Background: an optimization exercise with open tools, aiming at small area, a short achievable clock period and few clock cycles. Do not read the settings as production practice. Only simulation tests tie the RTL to the original design; equivalence was not proved. Power is estimated from default activity; no workload was simulated.

`flow/config.mk`:
```
export PLATFORM = sky130hd
export DESIGN_NAME = integer_alu
export DESIGN_NICKNAME = integer_alu
export VERILOG_FILES = /design/flow/design.v
export SDC_FILE = /design/flow/constraint.sdc
export NUM_CORES = 4
export LEC_CHECK = 0
export ABC_CLOCK_PERIOD_IN_PS = 3000
export CAP_MARGIN = 20
export CORE_MARGIN = 2
export CORE_UTILIZATION = 40
export PLACE_DENSITY = 0.6
export SETUP_SLACK_MARGIN = 3.0
export SLEW_MARGIN = 20
```
`flow/run.sh`:
```
#!/bin/bash
# synth_recipe.tcl (not shown) runs the flow's synth.tcl, then flattens the netlist and writes it again
# the make line also repeats each setting of config.mk as NAME=value (left out here)
make -C /OpenROAD-flow-scripts/flow DESIGN_CONFIG=/design/flow/config.mk WORK_HOME=/design/flow/orfs CLKGATE_MAP_FILE= SYNTH_SCRIPT=/design/flow/synth_recipe.tcl finish
```
`flow/design.v`:
```
package exe_pkg;
    localparam int BUS_W = 256;
    localparam logic [3:0] MainMemEn    = 4'd1;
    localparam logic [3:0] MatrixAluEn  = 4'd2;
    localparam logic [3:0] IntegerAluEn = 4'd3;
    localparam logic [3:0] ExecuteEn    = 4'd4;
    localparam logic [7:0] MMult1     = 8'h00;
    localparam logic [7:0] MAdd       = 8'h01;
    localparam logic [7:0] MSub       = 8'h02;
    localparam logic [7:0] MTranspose = 8'h03;
    localparam logic [7:0] MScale     = 8'h04;
    localparam logic [7:0] MScaleImm  = 8'h05;
    localparam logic [7:0] IntAdd     = 8'h10;
    localparam logic [7:0] IntSub     = 8'h11;
    localparam logic [7:0] IntMult    = 8'h12;
    localparam logic [7:0] IntDiv     = 8'h13;
    localparam logic [7:0] STOP       = 8'hFF;
    typedef enum logic [1:0] {IDLE, CALC, DONE} alu_state_t;
    typedef enum logic {MD_MULT, MD_DIV} md_mode_t;
endpackage
module integer_alu
#(
    parameter int         DATA_W  = 64,
    parameter logic [3:0] UNIT_ID = exe_pkg::IntegerAluEn
) (
    input  logic                Clk,
    input  logic                nReset,
    input  logic [15:0]         address,
    input  logic [7:0]          opcode,
    input  logic                nRead,
    input  logic                nWrite,
    input  logic [2*DATA_W-1:0] ExeDataOut,
    output logic [DATA_W-1:0]   IntDataOut,
    output logic                IntBusy,
    output logic                IntDivZero
);
    localparam logic [1:0] S_FIRST = 2'd0;
    localparam logic [1:0] S_MUL   = 2'd1;
    localparam logic [1:0] S_SKIP  = 2'd2;
    localparam logic [1:0] S_DIV   = 2'd3;
    logic [DATA_W-1:0] x_q, y_q, p_q;
    logic [1:0]        st_q;
    logic [1:0]        op_q;       
    logic              known_q;    
    logic              busy_q, dz_q, bc_q;
    logic [5:0]        cnt_q;      
    logic              accept, unused_bus;
    logic [DATA_W-1:0] op_a, op_b_raw, op_b, sum;
    logic              inv, cout, borrow;
    logic              b_one, b_two, b_neg;
    logic              y_hi_zero, y_zero, succ, skip;
    logic [DATA_W-1:0] div_sh1, div_sh8;
    assign accept     = (address[15:12] == UNIT_ID) && !nWrite && !busy_q;
    assign unused_bus = ^{nRead, address[11:0]};
    always_comb begin
        b_one = y_q[0] ^ bc_q;
        b_two = (y_q[1] & ~y_q[0] & ~bc_q) | (~y_q[1] & y_q[0] & bc_q);
        b_neg = y_q[1] & ~(y_q[0] & bc_q);
    end
    assign div_sh1 = {x_q[DATA_W-2:0], p_q[DATA_W-1]};
    assign div_sh8 = {x_q[DATA_W-9:0], p_q[DATA_W-1:DATA_W-8]};
    always_comb begin
        case (st_q)
            S_FIRST: begin
                op_a     = x_q;
                op_b_raw = y_q;
                inv      = (op_q != 2'd0);
            end
            S_MUL: begin
                op_a     = p_q;
                op_b_raw = b_two ? {x_q[DATA_W-2:0], 1'b0} : (b_one ? x_q : '0);
                inv      = b_neg;
            end
            S_SKIP: begin
                op_a     = div_sh8;
                op_b_raw = y_q;
                inv      = 1'b1;
            end
            default: begin
                op_a     = div_sh1;
                op_b_raw = y_q;
                inv      = 1'b1;
            end
        endcase
        op_b = inv ? ~op_b_raw : op_b_raw;
    end
    assign {cout, sum} = {1'b0, op_a} + {1'b0, op_b} + {{DATA_W{1'b0}}, inv};
    assign borrow      = ~cout;
    assign y_hi_zero = (y_q[DATA_W-1:1] == '0);
    assign y_zero    = y_hi_zero && !y_q[0];
    assign succ      = !borrow || x_q[DATA_W-1];
    assign skip      = borrow && (x_q[DATA_W-1:DATA_W-8] == '0);
    always_ff @(posedge Clk) begin
        if (!nReset) begin
            busy_q  <= 1'b0;
            dz_q    <= 1'b0;
            p_q     <= '0;
            st_q    <= S_FIRST;
            op_q    <= 2'd0;
            known_q <= 1'b0;
            bc_q    <= 1'b0;
            cnt_q   <= '0;
        end else if (!busy_q) begin
            if (accept) begin
                busy_q  <= 1'b1;
                st_q    <= S_FIRST;
                op_q    <= opcode[1:0];
                known_q <= (opcode[7:2] == 6'b000100);
                x_q     <= ExeDataOut[DATA_W-1:0];
                y_q     <= ExeDataOut[2*DATA_W-1:DATA_W];
                p_q     <= ExeDataOut[DATA_W-1:0];
            end
        end else begin
            case (st_q)
                S_FIRST: begin
                    bc_q  <= 1'b0;
                    cnt_q <= '0;
                    dz_q  <= 1'b0;
                    if (!known_q) begin
                        p_q    <= '0;
                        busy_q <= 1'b0;
                    end else if (!op_q[1]) begin
                        p_q    <= sum;
                        busy_q <= 1'b0;
                    end else if (!op_q[0]) begin
                        p_q  <= '0;
                        st_q <= S_MUL;
                        if (borrow) begin
                            x_q <= y_q;
                            y_q <= x_q;
                        end
                    end else if (y_zero) begin
                        p_q    <= '1;
                        dz_q   <= 1'b1;
                        busy_q <= 1'b0;
                    end else if (borrow) begin
                        p_q    <= '0;
                        busy_q <= 1'b0;
                    end else begin
                        x_q  <= '0;
                        st_q <= S_SKIP;
                    end
                end
                S_MUL: begin
                    p_q  <= sum;
                    x_q  <= {x_q[DATA_W-3:0], 2'b00};
                    y_q  <= {2'b00, y_q[DATA_W-1:2]};
                    bc_q <= y_q[1];
                    if (y_hi_zero) busy_q <= 1'b0;
                end
                S_SKIP: begin
                    if (skip) begin
                        x_q   <= div_sh8;
                        p_q   <= {p_q[DATA_W-9:0], 8'h00};
                        cnt_q <= cnt_q + 6'd8;
                    end else begin
                        st_q <= S_DIV;
                    end
                end
                default: begin
                    x_q   <= succ ? sum : div_sh1;
                    p_q   <= {p_q[DATA_W-2:0], succ};
                    cnt_q <= cnt_q + 6'd1;
                    if (cnt_q == 6'd63) busy_q <= 1'b0;
                end
            endcase
        end
    end
    assign IntDataOut = p_q;
    assign IntBusy    = busy_q;
    assign IntDivZero = dz_q;
endmodule
```
`flow/constraint.sdc`:
```
create_clock -name core_clock -period 6.5 [get_ports {Clk}]
set_input_delay 1.3000 -clock core_clock [delete_from_list [all_inputs] [get_ports {Clk}]]
set_output_delay 1.3000 -clock core_clock [all_outputs]
set_load 0.01 [all_outputs]
```
==> results.toml, run 1 <==
[status]
status = "no timing/DRC/antenna violations"

[worst_hold_path]
min_path_type = "reg2reg"
hold_start = "cnt_q[5]$_SDFFE_PN0P_"
hold_path_end = "cnt_q[5]$_SDFFE_PN0P_"
hold_depth = 2

[logic_synthesis]
synth_seq_area_share_pct = 25.9
synth_most_common_cell = "a21oi_1"
synthTopCellsByCount = "a21oi_1, nand2_1, nor2_1, clkbuf_1, o21ai_0"
yosys_most_used_dff = "edfxtp_1"
ys_warn_count = 1
synth_edf_count = 128
yosys.area.top_type_share_pct = 18.4
ys_top_cells_by_area = "edfxtp_1, a21oi_1, dfxtp_1"
avgSynthCellArea_um2 = 7.42
synth_cell_type_count = 91
ys_ff_latch = 206
synth_area_um2 = 20900
synth_area_leader_cell = "edfxtp_1"
synthCells = 2813
synth_fp_nets = 3041
synthArstFlopShare_pct = 0

[detailed_routing]
wl_per_cell_um = 29.8
via_count = 26400
ant_nets = 0
viasPerCell = 7.02
wl_um = 112000
drc = 0
drtPass1Iterations = 10
first_iter_violations = 4757

[placed_design]
gp_congestion = 0.981
hpwl_um = 66400
port_buffers = 208
dpl-instance-area_um2 = 23400

[floorplan]
start_util_pct = 40.6
core.rowCount = 83
fp.dieArea_um2 = 54000
die_h_um = 232
pin_count = 222
fp.coreArea_um2 = 51400
die_x_um = 232

[timing]
period_needed_ns = 5.03
setup_violations = 0
max_freq_mhz = 199
tns_ns = 0
worstMarginPinSlew_ns = 1.08
rsz0062_at_grt = "true"
relSlewSlack_pct = 27.8
finalMaxSlewViolations = 0
fin_crit_sh_pct = 77.4
finClkSkew_ns = 0.0320
hold_viol = 0

[global_route]
grt-ovfl-total = 0
grt_max_degree = 102
antenna_found_initial = 4
grt_pass1_vias = 24900
grt_pass1_wl_um = 163000
grt.total_usage_pct = 39.7

[power_and_ir_drop]
finalPower_mw = 3.61
total_leakage_power_nw = 10.4
power_density_nw_per_um2 = 122
worst_ir_drop_vdd_mv = 0.150

[critical_path]
cp_slowest_cell = "edfxtp_1"
arrival_ns = 5.32
r2r_start = "y_q[0]$_DFFE_PP_"
crit_buf_inv = 7
regToRegSetupSlack_ns = 1.47
ff2ff_path_depth = 24
timing.rr.end = "x_q[49]$_DFFE_PP_"
critPathRequiredTime_ns = 6.79
cp-start-kind = "flop"
cp-end-kind = "flop"
critPathKind = "reg2reg"
cp_max_fo = 10
crit_chain = "nand3b_1 > o21a_4 > buf_12 > nand3_1 > a21oi_1 > a21oi_1 > xnor2_1 > fa_2 > a211oi_4 > nor4b_4 > o2111ai_4 > a2111oi_4 > buf_4 > o211ai_4 > nand2_2 > buf_6 > nand2_4 > a21oi_4 > o21ai_2 > a21oi_4 > buf_12 > buf_16 > buf_12 > buf_16"
path_delay_family = "compound AO/OA/AOI/OAI gates"
worst_path_largest_cell_delay_ns = 0.50
crit_top_cell = "buf_12"

[clock_tree]
cts_hold_buf = 0
numClockSinks = 206
htreeDepth = 1
clk_pin_slew_ns = 0.07
cts-root-buf = "clkbuf_16"
cts_tree = "built"
ctsLongestPathBuffers = 3
worstSkewPairLatency_ns = 0.58
cts_inserted_buffers = 26

[layout]
fin_area_um2 = 29700
fillerInstances = 4544
syn2layout_area_growth_pct = 42.4
final_nets = 3287
drive_gt1_share_pct = 22.8

[run]
cap_violations = 0
flip-flops by register name, indices dropped and copies added, names as in the netlist:
register / flops
x_q: 64
cnt_q: 6
st_q: 2
p_q: 64
known_q: 1
bc_q: 1
dz_q: 1
y_q: 64
op_q: 2
busy_q: 1
logic make-up (layout without fill, tap and decap cells):
kind of cell,count (synthesis),in the layout,share of synthesized area [%]
fa+ha+maj,72,72,4.35
xor+xnor,118,118,4.95
buf+inv,355,621,6.73
mux,103,103,4.99
flops,206,206,25.9
simple gates,868,868,19.2
other cells,0,2,0
compound gates,1091,1091,33.9
placed cells by master, fill, tap and decap left out, drive strengths merged, types with 12 or more instances in the layout:
cell / synthesis / layout
a21oi: 452 / 452
buf: 88 / 316
nand2: 310 / 310
nor2: 226 / 226
clkdlybuf4s50: 0 / 207
o21ai: 177 / 177
edfxtp: 128 / 128
nand3: 106 / 106
a222oi: 96 / 96
mux2i: 95 / 95
xnor2: 93 / 93
dfxtp: 78 / 78
ha: 71 / 71
a31oi: 54 / 54
o211ai: 49 / 49
inv: 41 / 42
nand2b: 37 / 37
nor2b: 36 / 36
clkbuf: 224 / 32
nor3: 31 / 31
nand4: 30 / 30
a31o: 27 / 27
a21o: 26 / 26
xor2: 25 / 25
a22oi: 24 / 24
nor4: 21 / 21
a211oi: 20 / 20
and3: 19 / 19
a221oi: 17 / 17
o22ai: 16 / 16
o21a: 15 / 15
o21bai: 14 / 14
clkinv: 2 / 12
o31ai: 12 / 12
where the power goes:
group / leakage [nW] / total, mW / switching [mW] / internal (mW)
sequential: 1.79 / 1.43 / 0.0340 / 1.40
clock: 0.415 / 1.53 / 0.649 / 0.883
combinational: 8.16 / 0.646 / 0.330 / 0.315
total: 10.4 / 3.61 / 1.01 / 2.60
worst register-to-register path: cells and delay by family, from the launching register on:
| kind | cells | cell delay (ns) |
|---|---|---|
| buffers and inverters | 7 | 1.08 |
| xor gates and xnor gates | 1 | 0.26 |
| adders and majority gates | 1 | 0.30 |
| and+or+nand+nor | 5 | 0.89 |
| DFF | 1 | 0.50 |
| AOI/OAI and AO/OA | 10 | 1.74 |
layout make-up:
type	instances	area [um2]	area share, %
flip-flops and latches	206	5420	18.2
inverters	43	191	0.644
repair buffers	530	6610	22.2
clock buffers	31	701	2.36
multi-input cells	2252	15800	53.1
clock inverters	17	160	0.539
well taps	680	851	2.86
diodes	2	5.00	0.0168
how the worst max path moves through the flow:
stage	depth (start not counted)	slack (ns)	end	from
floorplan	16	1.35	y_q[0]$_DFFE_PP_	st_q[0]$_SDFFE_PN0P_
global placement	16	1.06	x_q[9]$_DFFE_PP_	st_q[1]$_SDFFE_PN0P_
detailed placement	16	0.99	x_q[18]$_DFFE_PP_	st_q[1]$_SDFFE_PN0P_
CTS	23	1.69	y_q[53]$_DFFE_PP_	y_q[1]$_DFFE_PP_
global route	24	1.34	x_q[47]$_DFFE_PP_	y_q[0]$_DFFE_PP_
finish	24	1.47	x_q[49]$_DFFE_PP_	y_q[0]$_DFFE_PP_
what timing repair did:
action                                  in CTS  in global routing
endpoints found under the setup margin     265                265
pin swaps                                  115                 63
gates resized for setup                    447                103
buffers inserted                           171                 34
cloned                                      45                  1
layer usage:
metal  GRT usage (%)  wire length (um)  vias up
met2            61.0             47600     2276
met4            23.0              8760        0
li1                -                 -    11100
met3            10.3             15500      577
met5               0                 0        -
met1            50.1             40100    12500
per-stage QoR:
step,utilization [%],setup WS [ns],cells,hold slack (ns)
after floorplan,-,1.35,2813,0.444
after global placement,45.5,1.06,3460,0.455
after detailed placement,45.5,0.990,3460,0.466
after CTS,56.2,1.69,3724,0.474
after global routing,57.8,1.34,3760,0.520
final,57.8,1.47,3761,0.490
Testbench counts, summed over its fixed seeds: cycles 19,695.
==> run 2: changes to the inputs <==
--- a/flow/config.mk
+++ b/flow/config.mk
@@ -7,3 +7,2 @@
 export LEC_CHECK = 0
-export ABC_CLOCK_PERIOD_IN_PS = 3000
 export CAP_MARGIN = 20
@@ -12,3 +11,2 @@
 export PLACE_DENSITY = 0.6
-export SETUP_SLACK_MARGIN = 3.0
 export SLEW_MARGIN = 20
==> run 2 against run 1 <==
  * Still clean on timing, DRC and antenna
  * Die area unchanged
  * Synthesized cell count unchanged
  * Final area decreased by 18%
  * Sequential cell count unchanged
  * Hold slack got worse by 0.0014 ns
  * Core utilization decreased by 11 points
  * Critical endpoint is now p_q[50]$_SDFFE_PN0P_
  * Largest power group unchanged
==> results.toml, run 2 <==
[global_route]
antenna_found_initial = 2
grt_pass1_vias = 22500
use_met2_pct = 52.4
grtUsageMet1_pct = 44.9
grt-ovfl-total = 0
grt_pass1_wl_um = 141000
grt_busiest_layer = "met2"
met3_usage_pct = 7.45
grt_max_degree = 145
grt.total_usage_pct = 33.7

[clock_tree]
cts-root-buf = "clkbuf_16"
htreeDepth = 1
ctsLongestPathBuffers = 3
numClockSinks = 206
cts-resized-gates = 0
cts_inserted_buffers = 28
cts_tree = "built"
clk_pin_slew_ns = 0.06
worstSkewPairLatency_ns = 0.59
cts_hold_buf = 0
post-cts-setup-buffer-count = 0

[timing]
rsz0062_at_grt = "false"
finClkSkew_ns = 0.0218
worstMarginPinSlew_ns = 1.16
fin_crit_sh_pct = 87.0
relSlewSlack_pct = 21.7
finalMaxSlewViolations = 0
setup_violations = 0
tns_ns = 0
period_needed_ns = 5.65
hold_viol = 0
timing.hold.ws_ns = 0.488
max_freq_mhz = 177

[worst_hold_path]
hold_depth = 2
min_path_type = "reg2reg"

[floorplan]
die_x_um = 232
core.rowCount = 83
pin_count = 222
fp.dieArea_um2 = 54000
fp.coreArea_um2 = 51400
die_h_um = 232
start_util_pct = 40.6

[detailed_routing]
wl_um = 94300
wl_per_cell_um = 26.9
ant_nets = 0
first_iter_violations = 4263
drc = 0
via_count = 23700
viasPerCell = 6.77
drtPass1Iterations = 10

[logic_synthesis]
muxShareOfSynthArea_pct = 4.99
synthSimpleGateAreaFrac_pct = 19.2
synthTopCellsByCount = "a21oi_1, nand2_1, nor2_1, clkbuf_1, o21ai_0"
synth_area_leader_cell = "edfxtp_1"
synth_most_common_cell = "a21oi_1"
yosys_most_used_dff = "edfxtp_1"
synth_fp_nets = 3041
synthArstFlopShare_pct = 0
synth_compound_area_share_pct = 33.9
ys_ff_latch = 206
ys_warn_count = 1
synth_area_um2 = 20900
yosys.area.top_type_share_pct = 18.4
synthAdderAreaFrac_pct = 4.35
synth_top_family_by_area = "compound AO/OA/AOI/OAI gates"
synth_seq_area_share_pct = 25.9
synthXorXnorAreaFrac_pct = 4.95
ys_top_cells_by_area = "edfxtp_1, a21oi_1, dfxtp_1"
synth_cell_type_count = 91
synth_edf_count = 128
avgSynthCellArea_um2 = 7.42
synthCells = 2813

[critical_path]
cp_slowest_cell = "edfxtp_1"
critPathRequiredTime_ns = 6.94
arrival_ns = 6.09
critical_path_depth = 18
critPathKind = "reg2reg"
worst_path_largest_cell_delay_ns = 0.56
ff2ff_path_depth = 18
crit_top_cell = "a31oi_1"
crit_buf_inv = 1
path_delay_family = "compound AO/OA/AOI/OAI gates"
crit_chain = "nand2b_1 > o21ai_4 > buf_4 > nand2_1 > a21oi_1 > a21oi_1 > xnor2_1 > ha_1 > nand4_1 > nor3_1 > o2111ai_1 > a31oi_1 > a31oi_1 > o31ai_1 > a31oi_1 > xnor2_1 > a2111oi_0 > o22ai_1"
cp-start-kind = "flop"
cp-end-kind = "flop"
cp_max_fo = 19
regToRegSetupSlack_ns = 0.85

[power_and_ir_drop]
worst_ir_drop_vdd_mv = 0.178
power_density_nw_per_um2 = 143
total_leakage_power_nw = 8.20

[layout]
diodes = 0
top_regs = "p_q (64), x_q (64), y_q (64)"
drive_gt1_share_pct = 6.51
final_nets = 3032
final_cell_mix = "a21oi_1, nand2_1, nor2_1, clkdlybuf4s50_1, o21ai_0"
syn2layout_area_growth_pct = 16.2
final_common_cell = "a21oi_1"

[placed_design]
hpwl_um = 66400
port_buffers = 208
gp_congestion = 0.942

[run]
cap_violations = 0

[status]
status = "no timing/DRC/antenna violations"
==> run 2: cell types whose count changed in the layout (fill, tap and decap cells not counted), sizes merged <==
| cell | previous run | this run |
|---|---|---|
| bufinv | 3 | 1 |
| diode | 2 | 0 |
| bufbuf | 6 | 0 |
| inv | 42 | 44 |
| clkinv | 12 | 6 |
| clkbuf | 32 | 43 |
| clkinvlp | 3 | 1 |
| buf | 316 | 66 |
==> run 2: routing by layer <==
| layer | part of all wire, % | vias to the layer above | wire length (um) |
|---|---|---|---|
| met5 | 0.014 | - | 13 |
| met4 | 4.7 | 2 | 4440 |
| met3 | 12 | 295 | 11100 |
| met2 | 44 | 1661 | 41100 |
| met1 | 40 | 11200 | 37600 |
| li1 | - | 10600 | - |
==> run 2: final timing paths <==
check	start	endpoint
setup / recovery	y_q[1]$_DFFE_PP_	p_q[50]$_SDFFE_PN0P_
hold / removal	cnt_q[5]$_SDFFE_PN0P_	cnt_q[5]$_SDFFE_PN0P_
setup reg to reg	y_q[1]$_DFFE_PP_	p_q[50]$_SDFFE_PN0P_
hold reg to reg	cnt_q[5]$_SDFFE_PN0P_	cnt_q[5]$_SDFFE_PN0P_
==> run 2: worst reg2reg max path, cell delays in order (launching register included) <==
cell and delay (ns):
edfxtp_1 0.56, nand2b_1 0.19, o21ai_4 0.53, buf_4 0.37
nand2_1 0.09, a21oi_1 0.14, a21oi_1 0.07, xnor2_1 0.16
ha_1 0.41, nand4_1 0.15, nor3_1 0.46, o2111ai_1 0.35
a31oi_1 0.43, a31oi_1 0.21, o31ai_1 0.33, a31oi_1 0.16
xnor2_1 0.19, a2111oi_0 0.54, o22ai_1 0.17
==> run 2: cells by family after synthesis <==
logic type / Yosys count
mux: 103
buf+inv: 355
simple gates: 868
flops: 206
compound gates: 1091
xor+xnor: 118
fa+ha+maj: 72
==> run 2: cell type report <==
cell class,instances,area [um2]
fill,5153,27200
multi-input combinational,2252,14200
sequential,206,5410
timing repair buffer,273,2760
tap,680,851
clock buffer,43,808
inverter,43,169
clock inverter,9,83.8
==> run 2: report_power, final <==
group	switching (mW)	total, mW	internal (mW)
clock network	0.658	1.55	0.894
logic	0.256	0.476	0.221
registers	0.0321	1.43	1.40
total	0.946	3.46	2.52
==> run 2: per-stage QoR <==
step,cells,worst slack (ns),utilization (%),power [mW],cell area (um2)
final,3506,0.848,47.2,3.46,24300
after global routing,3506,0.566,47.2,3.56,24300
after CTS,3506,1.05,47.2,3.47,24300
after detailed placement,3454,1.08,45.4,1.93,23400
after global placement,3454,1.01,45.4,1.92,23400
after floorplan,2813,0.196,-,1.71,20900

[what the ideal ports hide]
How much do the figures lean on ideal ports? The routed layouts below were timed once more, with nothing changed but the port constraints. Step 1 (the two cells are an assumption about what drives the block):
set clk [get_ports {Clk}]
set_driving_cell -lib_cell sky130_fd_sc_hd__clkbuf_16 $clk
set_driving_cell -lib_cell sky130_fd_sc_hd__buf_2 [delete_from_list [all_inputs] $clk]
Step 2 moves the port delays by t, midway between the first and last clock arrival at a register: inputs arrive t later, outputs are due t later. That takes back most of the time a late clock gives input paths. Three values: no drivers, after step 1, after step 2; two values: the first two.
run	t, ns	setup slack, ns	hold slack, ns
run 1	0.623	1.468 / 1.468 / 1.468	0.490 / 0.490 / 0.490
run 2	0.635	0.848 / 0.848 / 0.848	0.488 / 0.488 / 0.488
After both steps setup and hold are still met in every run listed.
